This is an optimization exercise on Yosys and OpenROAD, whose aim is small area and a short achievable clock period, not a production implementation.
No run shown here included a check of the RTL's function; only the layout flow was run.
No activity file was given, so power comes from the tool's default toggle rates.

File: design/flow/config.mk
export PLATFORM = sky130hd
export DESIGN_NAME = pdl_ctrl
export DESIGN_NICKNAME = pdl_ctrl
export VERILOG_FILES = /design/flow/design.v
export SDC_FILE = /design/flow/constraint.sdc
export NUM_CORES = 4
export LEC_CHECK = 0
export CAP_MARGIN = 20
export CORE_MARGIN = 2
export CORE_UTILIZATION = 65
export CTS_CLUSTER_DIAMETER = 100
export CTS_CLUSTER_SIZE = 25
export SETUP_SLACK_MARGIN = 1.6
export SLEW_MARGIN = 20
export SYNTH_HIERARCHICAL = 1
export BUFFER_PORTS_ARGS = -buffer_cell sky130_fd_sc_hd__buf_2
export DONT_USE_CELLS += sky130_fd_sc_hd__or3_1 sky130_fd_sc_hd__or3_2 sky130_fd_sc_hd__or3_4 sky130_fd_sc_hd__or4_1 sky130_fd_sc_hd__or4_2 sky130_fd_sc_hd__or4_4 sky130_fd_sc_hd__or3b_1 sky130_fd_sc_hd__or3b_2 sky130_fd_sc_hd__or3b_4 sky130_fd_sc_hd__or4b_1 sky130_fd_sc_hd__or4b_2 sky130_fd_sc_hd__or4b_4 sky130_fd_sc_hd__or4bb_1 sky130_fd_sc_hd__or4bb_2 sky130_fd_sc_hd__or4bb_4
File: design/flow/constraint.sdc
create_clock -name core_clock -period 3.4 [get_ports {clk}]
set_input_delay 0.6800 -clock core_clock [delete_from_list [all_inputs] [get_ports {clk}]]
set_output_delay 0.6800 -clock core_clock [all_outputs]
set_load 0.01 [all_outputs]
File: design/flow/design.v
module pdl_ctrl #(
   parameter int N       = 32,
   parameter int OUT_NUM = 8
) (
   input  logic                 clk,
   input  logic                 reset,
   input  logic                 cfg_valid,
   output logic                 cfg_ready,
   input  logic [7:0]           cfg_addr,
   input  logic [N-1:0]         cfg_data,
   output logic                 cfg_err,
   input  logic                 commit,
   input  logic                 arm,
   input  logic                 abort,
   input  logic                 ext_trigger,
   output logic [OUT_NUM-1:0]   ch_trigger,
   output logic [OUT_NUM*N-1:0] ch_dl,
   output logic [OUT_NUM*N-1:0] ch_wb,
   output logic                 busy,
   output logic                 commit_pending,
   output logic                 done
);
   logic [19:0] ld, kp, ld2, kp2;       
   logic        err_d;
   logic        rst_q;
   pdl_decode u_decode (
      .cfg_valid(cfg_valid), .rst_q(rst_q), .cfg_addr(cfg_addr),
      .reset(reset), .ld(ld), .kp(kp), .ld2(ld2), .kp2(kp2), .err(err_d)
   );
   always_ff @(posedge clk) begin
      cfg_ready <= ~reset;
      rst_q     <= reset;
      cfg_err   <= err_d;
   end
   logic [N-1:0]       sh_dl  [OUT_NUM];
   logic [N-1:0]       sh_wb  [OUT_NUM];
   logic [OUT_NUM-1:0] sh_mask;
   logic [N-1:0]       sh_on, sh_off, sh_shots;
   logic [OUT_NUM-1:0] ld_dl, ld_wb, kp_dl, kp_wb;
   logic               ld_mask, ld_on, ld_off, ld_shots;
   logic               kp_mask, kp_on, kp_off, kp_shots;
   logic [OUT_NUM-1:0] ld2_dl, ld2_wb, kp2_dl, kp2_wb;
   logic               ld2_on, ld2_off, ld2_shots;
   logic               kp2_on, kp2_off, kp2_shots;
   always_comb begin
      ld_dl    = ld[7:0];
      ld_wb    = ld[15:8];
      ld_mask  = ld[16];
      ld_on    = ld[17];
      ld_off   = ld[18];
      ld_shots = ld[19];
      kp_dl    = kp[7:0];
      kp_wb    = kp[15:8];
      kp_mask  = kp[16];
      kp_on    = kp[17];
      kp_off   = kp[18];
      kp_shots = kp[19];
      ld2_dl    = ld2[7:0];
      ld2_wb    = ld2[15:8];
      ld2_on    = ld2[17];
      ld2_off   = ld2[18];
      ld2_shots = ld2[19];
      kp2_dl    = kp2[7:0];
      kp2_wb    = kp2[15:8];
      kp2_on    = kp2[17];
      kp2_off   = kp2[18];
      kp2_shots = kp2[19];
   end
   always_ff @(posedge clk) begin
      for (int k = 0; k < OUT_NUM; k++) begin
         sh_dl[k][15:0]  <= ({16{ld_dl[k]}}  & cfg_data[15:0])  | ({16{kp_dl[k]}}  & sh_dl[k][15:0]);
         sh_dl[k][31:16] <= ({16{ld2_dl[k]}} & cfg_data[31:16]) | ({16{kp2_dl[k]}} & sh_dl[k][31:16]);
         sh_wb[k][15:0]  <= ({16{ld_wb[k]}}  & cfg_data[15:0])  | ({16{kp_wb[k]}}  & sh_wb[k][15:0]);
         sh_wb[k][31:16] <= ({16{ld2_wb[k]}} & cfg_data[31:16]) | ({16{kp2_wb[k]}} & sh_wb[k][31:16]);
      end
      sh_mask  <= ({OUT_NUM{ld_mask}} & cfg_data[OUT_NUM-1:0]) | ({OUT_NUM{kp_mask}} & sh_mask);
      sh_on[15:0]     <= ({16{ld_on}}     & cfg_data[15:0])  | ({16{kp_on}}     & sh_on[15:0]);
      sh_on[31:16]    <= ({16{ld2_on}}    & cfg_data[31:16]) | ({16{kp2_on}}    & sh_on[31:16]);
      sh_off[15:0]    <= ({16{ld_off}}    & cfg_data[15:0])  | ({16{kp_off}}    & sh_off[15:0]);
      sh_off[31:16]   <= ({16{ld2_off}}   & cfg_data[31:16]) | ({16{kp2_off}}   & sh_off[31:16]);
      sh_shots[15:0]  <= ({16{ld_shots}}  & cfg_data[15:0])  | ({16{kp_shots}}  & sh_shots[15:0]);
      sh_shots[31:16] <= ({16{ld2_shots}} & cfg_data[31:16]) | ({16{kp2_shots}} & sh_shots[31:16]);
   end
   logic st_wait, st_on, st_off;
   logic idle;
   logic timer_one, shot_one;            
   logic last;                           
   logic       do_copy;
   logic [4:0] cp, hd;                   
   assign idle    = ~busy;
   logic [4:0] dc;
   for (genvar g = 0; g < 5; g++) begin : g_cpsel
      pdl_cpsel u_cpsel (
         .commit(commit), .abort(abort), .pend(commit_pending), .idle(idle),
         .last(last), .reset(reset), .do_copy(dc[g]), .cp(cp[g]), .hd(hd[g])
      );
   end
   assign do_copy = dc[4];
   logic [N-1:0]       act_dl [OUT_NUM];
   logic [N-1:0]       act_wb [OUT_NUM];
   logic [OUT_NUM-1:0] act_mask;
   logic [N-1:0]       act_on, act_off, act_shots;
   always_ff @(posedge clk) begin
      for (int k = 0; k < OUT_NUM; k++) begin
         act_dl[k] <= ({N{cp[k / 4]}} & sh_dl[k]) | ({N{hd[k / 4]}} & act_dl[k]);
         act_wb[k] <= ({N{cp[2 + k / 4]}} & sh_wb[k]) | ({N{hd[2 + k / 4]}} & act_wb[k]);
      end
      act_mask  <= ({OUT_NUM{cp[4]}} & sh_mask)  | ({OUT_NUM{hd[4]}} & act_mask);
      act_on    <= ({N{cp[4]}} & sh_on)    | ({N{hd[4]}} & act_on);
      act_off   <= ({N{cp[4]}} & sh_off)   | ({N{hd[4]}} & act_off);
      act_shots <= ({N{cp[4]}} & sh_shots) | ({N{hd[4]}} & act_shots);
   end
   always_ff @(posedge clk) begin
      commit_pending <= ~reset & ~do_copy & (commit | commit_pending);
   end
   logic sync1, sync2, rise;
   always_ff @(posedge clk) begin
      sync1 <= ~reset & ext_trigger;
      sync2 <= ~reset & sync1;
   end
   assign rise = sync1 & ~sync2;
   logic [N-1:0] timer, shot;
   logic [N-1:0] on_v, off_v, shots_v;   
   logic         on_one, off_one, shots_one;
   logic         on_hz, off_hz, shots_hz, timer_hz, shot_hz;   
   logic         timer_two, shot_is2;
   pdl_hz u_on_hz    (.v(act_on),    .z(on_hz));
   pdl_hz u_off_hz   (.v(act_off),   .z(off_hz));
   pdl_hz u_shots_hz (.v(act_shots), .z(shots_hz));
   pdl_hz u_timer_hz (.v(timer),     .z(timer_hz));
   pdl_hz u_shot_hz  (.v(shot),      .z(shot_hz));
   assign timer_two = timer_hz & timer[1] & ~timer[0];
   assign shot_is2  = shot_hz  & shot[1]  & ~shot[0];
   always_comb begin
      on_one    = on_hz    & ~act_on[1];
      off_one   = off_hz   & ~act_off[1];
      shots_one = shots_hz & ~act_shots[1];
      on_v      = {act_on[N-1:1],    act_on[0]    | on_one};
      off_v     = {act_off[N-1:1],   act_off[0]   | off_one};
      shots_v   = {act_shots[N-1:1], act_shots[0] | shots_one};
   end
   logic run;                            
   logic tload;                          
   assign run   = st_on | st_off;
   assign tload = ~run | timer_one;
   logic [N-1:0] tld, timer_dec;
   logic         tz8, tz16, tz24;
   assign tld = st_on ? off_v : on_v;
   always_comb begin
      for (int i = 0; i < N; i++) begin
         logic brw;
         brw = 1'b1;
         for (int j = (i / 8) * 8; j < i; j++) brw = brw & ~timer[j];
         if (i >= 8  && i < 16) brw = brw & tz8;
         if (i >= 16 && i < 24) brw = brw & tz16;
         if (i >= 24)           brw = brw & tz24;
         timer_dec[i] = timer[i] ^ brw;
      end
   end
   always_ff @(posedge clk) begin
      if (tload) begin
         timer     <= tld;
         timer_one <= st_on ? off_one : on_one;
         tz8       <= (tld[7:0]  == '0);
         tz16      <= (tld[15:0] == '0);
         tz24      <= (tld[23:0] == '0);
      end else begin
         timer     <= timer_dec;
         timer_one <= timer_two;
         tz8       <= (timer[7:0]  == 8'd1);
         tz16      <= (timer[15:0] == 16'd1);
         tz24      <= (timer[23:0] == 24'd1);
      end
   end
   logic       shot_two, z8, z16, z24;
   logic       lz8, lz16, lz24;
   pdl_lowz u_lowz (.v(shot[23:0]), .z8(lz8), .z16(lz16), .z24(lz24));
   logic [N-1:0] shot_dec;
   always_comb begin
      for (int i = 0; i < N; i++) begin
         logic brw;
         brw = 1'b1;
         for (int j = (i / 8) * 8; j < i; j++) brw = brw & ~shot[j];
         if (i >= 8)  brw = brw & z8;
         if (i >= 16) brw = brw & z16;
         if (i >= 24) brw = brw & z24;
         shot_dec[i] = shot[i] ^ brw;
      end
   end
   always_ff @(posedge clk) begin
      shot_two <= shot_is2;
      z8       <= lz8;
      z16      <= lz16;
      z24      <= lz24;
      if (~run) begin
         shot     <= shots_v;
         shot_one <= shots_one;
      end else if (st_off & timer_one) begin
         shot     <= shot_dec;
         shot_one <= shot_two;
      end
   end
   logic mask_nz;
   assign mask_nz = |act_mask;
   always_ff @(posedge clk) begin
      if (reset | abort) begin
         st_wait    <= 1'b0;
         st_on      <= 1'b0;
         st_off     <= 1'b0;
         busy       <= 1'b0;
         last       <= 1'b0;
         done       <= 1'b0;
         ch_trigger <= '0;
      end else begin
         st_wait    <= (idle & arm & mask_nz) | (st_wait & ~rise);
         st_on      <= (st_wait & rise) | (st_on & ~timer_one) | (st_off & timer_one);
         st_off     <= (st_on & timer_one & ~shot_one) | (st_off & ~timer_one);
         busy       <= (idle & arm & mask_nz) | st_wait | st_off | (st_on & ~last);
         done       <= (idle & arm & ~mask_nz) | last;
         last       <= (st_wait & rise & on_one & shots_one)
                     | (st_on & ~timer_one & timer_two & shot_one)
                     | (st_off & timer_one & on_one & shot_two);
         ch_trigger <= ((st_wait & rise) | (st_on & ~timer_one) | (st_off & timer_one))
                       ? act_mask : '0;
      end
   end
   for (genvar k = 0; k < OUT_NUM; k++) begin : g_pack
      assign ch_dl[k*N +: N] = act_dl[k];
      assign ch_wb[k*N +: N] = act_wb[k];
   end
endmodule
module pdl_hz (
   input  logic [31:0] v,
   output logic        z
);
   assign z = ~|v[31:2];
endmodule
module pdl_lowz (
   input  logic [23:0] v,
   output logic        z8,
   output logic        z16,
   output logic        z24
);
   logic a, b, c;
   assign a   = ~|v[7:0];
   assign b   = ~|v[15:8];
   assign c   = ~|v[23:16];
   assign z8  = a;
   assign z16 = a & b;
   assign z24 = a & b & c;
endmodule
module pdl_decode (
   input  logic        cfg_valid,
   input  logic        rst_q,
   input  logic [7:0]  cfg_addr,
   input  logic        reset,
   output logic [19:0] ld,
   output logic [19:0] kp,
   output logic [19:0] ld2,
   output logic [19:0] kp2,
   output logic        err
);
   logic [19:0] hit;
   logic        miss;
   logic        err2;
   pdl_adec u_adec (.cfg_valid(cfg_valid), .cfg_addr(cfg_addr), .hit(hit), .miss(miss));
   pdl_sel  u_sel  (.hit(hit), .miss(miss), .rst_q(rst_q), .reset(reset),
                    .ld(ld), .kp(kp), .err(err));
   pdl_sel  u_sel2 (.hit(hit), .miss(miss), .rst_q(rst_q), .reset(reset),
                    .ld(ld2), .kp(kp2), .err(err2));
endmodule
module pdl_adec (
   input  logic        cfg_valid,
   input  logic [7:0]  cfg_addr,
   output logic [19:0] hit,
   output logic        miss
);
   logic       g_dl, g_wb, g_cf;
   logic [7:0] lo;
   always_comb begin
      g_dl = cfg_valid & (cfg_addr[7:3] == 5'b00000);
      g_wb = cfg_valid & (cfg_addr[7:3] == 5'b01000);
      g_cf = cfg_valid & (cfg_addr[7:3] == 5'b10000) & ~cfg_addr[2];
      for (int k = 0; k < 8; k++) lo[k] = (cfg_addr[2:0] == 3'(k));
      for (int k = 0; k < 8; k++) begin
         hit[k]     = g_dl & lo[k];
         hit[8 + k] = g_wb & lo[k];
      end
      for (int k = 0; k < 4; k++) hit[16 + k] = g_cf & lo[k];
      miss = cfg_valid & ~(g_dl | g_wb | g_cf);
   end
endmodule
module pdl_sel (
   input  logic [19:0] hit,
   input  logic        miss,
   input  logic        rst_q,
   input  logic        reset,
   output logic [19:0] ld,
   output logic [19:0] kp,
   output logic        err
);
   always_comb begin
      ld  = hit & {20{~rst_q & ~reset}};
      kp  = ~hit & {20{~reset}};
      err = miss & ~rst_q & ~reset;
   end
endmodule
module pdl_cpsel (
   input  logic commit,
   input  logic abort,
   input  logic pend,
   input  logic idle,
   input  logic last,
   input  logic reset,
   output logic do_copy,
   output logic cp,
   output logic hd
);
   assign do_copy = (commit & (idle | abort | last)) | (pend & (abort | last));
   assign cp      = do_copy & ~reset;
   assign hd      = ~do_copy & ~reset;
endmodule
File: design/flow/flow/run.sh
#!/bin/bash
# The standard layout with two changes, both made through config.mk:
#  - buffer_ports uses plain buf_2 cells for the port buffers instead of
#    the delay cells it picks by default;
#  - the slow OR3/OR4 cells are kept out of the combinational logic (they
#    are added to DONT_USE_CELLS; no register cell is affected).
# The make output goes to standard.log in the work folder; ORFS's own
# per-step logs stay under orfs/logs/.
set -euo pipefail
cat >> config.mk <<'EOF'
export BUFFER_PORTS_ARGS = -buffer_cell sky130_fd_sc_hd__buf_2
export DONT_USE_CELLS += sky130_fd_sc_hd__or3_1 sky130_fd_sc_hd__or3_2 sky130_fd_sc_hd__or3_4 sky130_fd_sc_hd__or4_1 sky130_fd_sc_hd__or4_2 sky130_fd_sc_hd__or4_4 sky130_fd_sc_hd__or3b_1 sky130_fd_sc_hd__or3b_2 sky130_fd_sc_hd__or3b_4 sky130_fd_sc_hd__or4b_1 sky130_fd_sc_hd__or4b_2 sky130_fd_sc_hd__or4b_4 sky130_fd_sc_hd__or4bb_1 sky130_fd_sc_hd__or4bb_2 sky130_fd_sc_hd__or4bb_4
EOF
bash standard.sh > standard.log 2>&1
File: design/flow/standard.sh
#!/bin/bash
# synth_recipe.tcl (not shown) runs the flow's synth.tcl, then flattens the netlist and writes it again
# the make line also repeats each setting of config.mk as NAME=value (left out here)
make -C /OpenROAD-flow-scripts/flow DESIGN_CONFIG=/design/flow/config.mk WORK_HOME=/design/flow/orfs CLKGATE_MAP_FILE= SYNTH_SCRIPT=/design/flow/synth_recipe.tcl "${@:-finish}"
==> results by group, run 1 <==
Detailed routing
  – WL per Instance: approximately 32 um
  – DRT Pass-1 Iters: 6
  – DRC marker count from the first detailed-route iteration: a little over 4k
  – Via count: approximately 35k
  – Drc violations: 0
  – Antenna viol nets, final: 0
  – Via-per-instance ratio: 7.003
  – Final Routed Wirelength: 162300 um

STA
  – RSZ-0062 raised after global routing: yes
  – Fmax: between 400 and 500 MHz
  – Final TNS setup: 0 ps
  – Crit path time final: between 2000 and 2500 ps
  – Max-slew violations: 0
  – Slew HR: 40.34%
  – Tcrit/Tclk final: 62.22%
  – Max Clock Skew: between 30 and 40 ps
  – Final hold violations: 0
  – Worst Tran Pin Value: about 900 ps
  – Setup ws final: about 1300 ps
  – Setup violators final: 0

GRT
  – GRT busiest layer: met2
  – Largest net degree at the start of global routing: about 130
  – Met3 usage in global routing: 10.88%
  – GRT overflow: 0
  – Vias in the first global route: about 34k
  – Global Route Usage Sum: approximately two fifths
  – M1 GR Usage: between 50 and 60%
  – Grt met2 use: 65.00%
  – Initial antenna violation count: 7
  – First-pass GRT wire length: 215400 um

Logic synthesis
  – Synthesized Nets: about 3.6k
  – Post-synthesis instance total: between 3k and 4k
  – Warnings, synthesis: 13
  – Synth Area per Inst: 12.24 um2
  – Netlist Area Pre-Place: approximately 0.043 mm2

Floorplanning
  – Std cell rows: 94
  – Die width: around 260 um
  – Initial Util: between 60% and 70%
  – Die area: a little under 0.07 mm2
  – Ports: between 500 and 600
  – Die Y: about 260 um
  – Core ar.: around 0.066 mm2

Power
  – Clock Power Share: 31.4%
  – Sequential share of power: approximately three fifths
  – Sw power: roughly 6 mW
  – Pint: 19.30 mW
  – Gate power share: roughly 7.1%
  – Switching share of power: roughly a quarter
  – Pwr Density: around 440 mW/mm2
  – Peak supply drop: roughly 0.45 mV
  – Leak: ~23 nW

Setup path
  – Maximum fanout along the worst path: 8
  – Req. time, crit path: 4000 ps
  – Critical path arrival: 2720 ps
  – Reg-to-reg slack, setup: around 1300 ps
  – Reg2reg path depth: 9
  – Worst setup EP type: flip-flop
  – Worst setup path category: flip-flop to flip-flop
  – Startpoint types: flip-flop

Run status
  – Status: complete, no violations

CTS
  – Root Buffer: clkbuf_16
  – TritonCTS clock tree: done
  – Clk slew on worst S/H paths: ~100 ps
  – CTS H-Tree Depth: 2
  – Num CTS Buffers: 58
  – Sink Count: 1325
  – CTS max path bufs: 3
  – Worst skew pair latency: ~700 ps
  – Cts hold-fix bufs: 0

Cells and area
  – Synth-to-layout area growth: 32.05%
  – Fin util: a little under 90%
  – FILL cells: approximately 3.0k
  – Share of cells above drive strength 1: 41.70%
  – Nets: approximately 4.2k

Worst hold path
  – Worst hold path depth: 2
  – Hold Path Class: input port to flip-flop

Placed design
  – DP Worst Slack: ~710 ps
  – Final HPWL DP: 82770 um
  – GPL Wtd Cong: between 0.8 and 0.9
  – IO Port Bufs: 571

Flow run
  – Max Cap Viol: 0
==> sequential cells by signal, indices dropped and copies added, names as in the netlist, 8 cells and up <==
register,count
sh_mask,8
timer,32
act_dl,256
act_shots,32
act_on,32
sh_dl,256
shot,32
sh_on,32
act_wb,256
act_mask,8
sh_wb,256
sh_off,32
ch_trigger,8
act_off,32
sh_shots,32
==> metrics by stage <==
stage / instance area [um2] / power [mW] / std cells / hold WS, ps
2_1_floorplan: 43940 / 16.54 / 3523 / 416.6
3_3_place_gp: 46480 / 16.86 / 4653 / 424.0
3_5_place_dp: 46490 / 16.88 / 4654 / 435.4
4_1_cts: 54630 / 24.75 / 4902 / 213.3
5_1_grt: 56950 / 25.71 / 5051 / 245.8
6_report: 56950 / 25.31 / 5051 / 250.9
==> routing by layer <==
metal  part of all wire, %  up-vias
met5                 0.037        -
met4                   8.4        8
met3                    11      721
met2                    45     2570
met1                    36    17470
li1                      -    14600
==> final cells by class <==
| class | count | area, um2 | share of cell area (%) |
|---|---|---|---|
| Tap cell | 864 | 1081 | 1.898 |
| Inverter | 21 | 82.58 | 0.1450 |
| Clock buffer | 63 | 1470 | 2.582 |
| Timing Repair Buffer | 979 | 11410 | 20.03 |
| Multi-Input combinational cell | 1794 | 15300 | 26.86 |
| Clock inverter | 3 | 33.78 | 0.05932 |
| Sequential cell | 1325 | 27570 | 48.41 |
| Antenna cell | 2 | 5.005 | 0.008789 |
==> what timing repair did <==
item | CTS | global route
resized for setup | 1376 | 127
cloned | 44 | 46
setup buffers | 138 | 100
pin swaps | 19 | 110
endpoints found under the setup margin | 1544 | 1515
==> worst max-delay path, cell delays in order (launching register included) <==
cell	delay (ps)
dfxtp_4	360
clkinvlp_4	120
buf_6	140
buf_6	130
a211oi_4	70
buf_6	150
nor3_4	430
clkbuf_16	300
clkbuf_16	170
a22o_1	150
==> power groups by stage <==
stage	combinational, mW	clock (mW)	sequential, mW
floorplan	0.593	0	15.9
global placement	0.906	0	16.0
detailed placement	0.928	0	16.0
CTS	1.38	7.79	15.6
global route	1.79	8.34	15.6
finish	1.79	7.94	15.6
==> cells in the final DEF, fill, tap and decap left out, drive strengths merged, types with 17 or more instances in the layout <==
cell and count:
a211oi 25, a21oi 31, a22o 1233, and3 20, buf 943, clkbuf 97, dfxtp 1292, edfxtp 33
ha 17, inv 22, nand2 45, nor2 97, nor2b 28, nor3 25, nor3b 43, nor4 50
o21ai 38, xnor2 21
==> worst paths after layout <==
path / startpoint / to
setup / recovery: busy / act_wb[7][23]
hold / removal: ext_trigger / sync1
setup reg to reg: busy / act_wb[7][23]
hold reg to reg: sh_on[5] / act_on[5]
==> run 2, diff against run 1 <==
--- a/design/flow/config.mk
+++ b/design/flow/config.mk
@@ -12,3 +12,3 @@
 export CTS_CLUSTER_SIZE = 25
-export SETUP_SLACK_MARGIN = 1.6
+export SETUP_SLACK_MARGIN = 1.5
 export SLEW_MARGIN = 20
==> run 2 against run 1 <==
  * Core utilization fell by 12 points
  * Critical endpoint is now act_dl[0][16]
  * Area after synthesis unchanged
  * Still clean on timing, DRC and antenna
  * Largest cell class unchanged
  * Sequential power is essentially flat
  * Synthesized cell count unchanged
  * Clock power shrank 2%
  * Fmax grew 8.0%
==> results by group, run 2 <==
Cells and area
  – Fin util: 74.97% (-12 points)
  – Synth-to-layout area growth: 14.30%
  – Share of cells above drive strength 1: 25.85% (-16 points)
  – FILL cells: 4412 (+46%)
  – Nets: 3948 (-7.0%)
  – Most frequent cells in the layout: a22o_1, dfxtp_1, buf_2
  – Most common cell after layout, fill and taps aside: a22o_1

Placed design
  – DP Worst Slack: 387.4 ps (-323.0 ps)
  – Final HPWL DP: 83020 um (+0.30%)
  – GPL Wtd Cong: 0.8837 (+0.53%)
  – IO Port Bufs: 571 (unchanged)

STA
  – Max-slew violations: 0 (unchanged)
  – Fmax: 510.6 MHz (+8.0%)
  – Worst Tran Pin Value: 1024 ps (+128.8 ps)
  – Max Clock Skew: 31.28 ps (-7.027 ps)
  – Final hold violations: 0 (unchanged)
  – Setup ws final: 1441 ps (+157.0 ps)
  – Final TNS setup: 0 ps (unchanged)
  – Tcrit/Tclk final: 57.61% (-4.6 points)
  – Setup violators final: 0 (unchanged)
  – RSZ-0062 raised after global routing: yes
  – Slew HR: 31.50% (-8.8 points)
  – Crit path time final: 1959 ps (-157.0 ps)

CTS
  – Sink Count: 1325 (unchanged)
  – TritonCTS clock tree: done
  – Clk slew on worst S/H paths: 90 ps (about the same)
  – CTS max path bufs: 3 (unchanged)
  – Num CTS Buffers: 58 (unchanged)
  – Worst skew pair latency: 680 ps (about the same)
  – Root Buffer: clkbuf_16
  – CTS H-Tree Depth: 2 (unchanged)
  – Cts hold-fix bufs: 0 (unchanged)

Power
  – Pwr Density: 497.5 mW/mm2 (+12%)
  – Peak supply drop: 0.4671 mV (+2.8%)
  – Total power: 24.52 mW (-3.1%)
  – Leak: 20.80 nW (-11%)

Setup path
  – Critical path arrival: 2580 ps (-140 ps)
  – Worst path slowest cell: dfxtp_4
  – Startpoint types: flip-flop
  – Worst setup path category: flip-flop to flip-flop
  – Maximum fanout along the worst path: 10 (+2)
  – Worst setup EP type: flip-flop
  – Cell family with most CP delay: compound AO/OA/AOI/OAI gates
  – Req. time, crit path: 4020 ps (+20 ps)
  – Critical path, cell by cell: inv_4 > buf_8 > a211oi_4 > buf_4 > o21ba_4 > buf_12 > clkbuf_16 > a22o_1
  – Bufs and invs on worst path: 5 (-1)
  – Reg-to-reg slack, setup: 1440 ps (+160 ps)
  – CP max stage delay: 380 ps (-50 ps)

Logic synthesis
  – Post-synthesis instance total: 3523 (unchanged)
  – Synthesized Nets: 3587 (unchanged)
  – Netlist Area Pre-Place: 0.04312 mm2 (unchanged)
  – Warnings, synthesis: 13 (unchanged)
  – Synth Area per Inst: 12.24 um2 (unchanged)

Floorplanning
  – Ports: 572 (unchanged)
  – Die area: 0.06842 mm2 (unchanged)
  – Die Y: 261.6 um (unchanged)
  – Die width: 261.6 um (unchanged)
  – Std cell rows: 94 (unchanged)
  – Core ar.: 0.06575 mm2 (unchanged)
  – Initial Util: 65.59% (unchanged)

Detailed routing
  – DRC marker count from the first detailed-route iteration: 3233 (-20%)
  – WL per Instance: 28.36 um (-12%)
  – Drc violations: 0 (unchanged)
  – Antenna viol nets, final: 0 (unchanged)
  – Via count: 31.93k (-9.7%)
  – DRT Pass-1 Iters: 5 (-1)
  – Via-per-instance ratio: 6.713 (-4.1%)
  – Final Routed Wirelength: 134900 um (-17%)

GRT
  – Vias in the first global route: 30.50k (-9.9%)
  – Largest net degree at the start of global routing: 74 (-43%)
  – Initial antenna violation count: 9 (+2)
  – First-pass GRT wire length: 195700 um (-9.2%)
  – Global Route Usage Sum: 37.37% (-4.1 points)
  – GRT overflow: 0 (unchanged)

Run status
  – Status: complete, no violations

Flow run
  – Max Cap Viol: 0 (unchanged)

Worst hold path
  – Hold Path Class: input port to flip-flop
run 2: final timing paths:
check                              startpoint             to  cells after the start
worst min register to register  act_wb[0][20]  act_wb[0][20]                      1
worst max register to register           busy  act_dl[0][16]                      8
worst max-delay path                     busy  act_dl[0][16]                      8
worst min-delay path              ext_trigger          sync1                      2
run 2: area by class of cell:
class / instances / area, um2 / share of cell area (%)
repair buffers: 682 / 4499 / 9.129
multi-input cells: 1796 / 15120 / 30.68
inverters: 21 / 81.33 / 0.1650
clock inverters: 3 / 33.78 / 0.06854
flip-flops and latches: 1325 / 26990 / 54.76
well taps: 864 / 1081 / 2.193
diodes: 2 / 5.005 / 0.01015
clock buffers: 64 / 1474 / 2.990
run 2: stage by stage:
stage                     hold slack [ps]  cell area, um2  std cells
after floorplan                     438.7           43540       3523
after CTS                           237.0           48650       4736
final                               262.6           49290       4757
after global placement              447.9           46230       4636
after global routing                242.0           49290       4756
after detailed placement            446.8           46250       4637
run 2: repair_timing:
action,in CTS,in global routing
pin swaps,5,30
endpoints found under the setup margin,758,550
gates cloned,17,8
resized for setup,173,146
buffers inserted,15,7
run 2: power breakdown:
part	switching (mW)	internal, mW	total (mW)
Clock	4.69	3.09	7.79
Combinational	0.896	0.248	1.14
Sequential	0.0171	15.6	15.6
Total	5.61	18.9	24.5
run 2: per-layer routing:
layer  track usage (%)  part of all wire (%)  vias up
li1                  -                     -    13960
met1             49.58                    40    16130
met2             58.67                    47     1533
met3             8.682                   9.1      302
met4             16.56                   4.9        8
met5                 0                 0.036        -

afterwards: timing with drivers on the ports:
How much do the figures lean on ideal ports? The routed layouts below were timed once more, with nothing changed but the port constraints. Step 1, drivers: a clkbuf_16 drives clk and a buf_2 each remaining input, both assumed. Step 2 adds t to the input delays and takes it off the output delays; t is the mean of the earliest and latest rising clock arrival at the registers after step 1. Input paths then give back, and output paths get back, about the clock's delay inside the block. Three values: ideal, step 1, step 2; two values: the first two.
run	t (ns)	setup WS [ns]	latest minus earliest clock arrival (ns)	cell pins on the clock port's net
run 1	0.744	1.284 / 1.261 / 0.741	0.043 / 0.043	1
run 2	0.735	1.441 / 1.431 / 0.745	0.042 / 0.042	1
After both steps setup and hold are still met in every run listed. For run 2, which loses most, drivers alone change the setup slack by -0.010 ns; drivers and shift together by -0.696 ns.
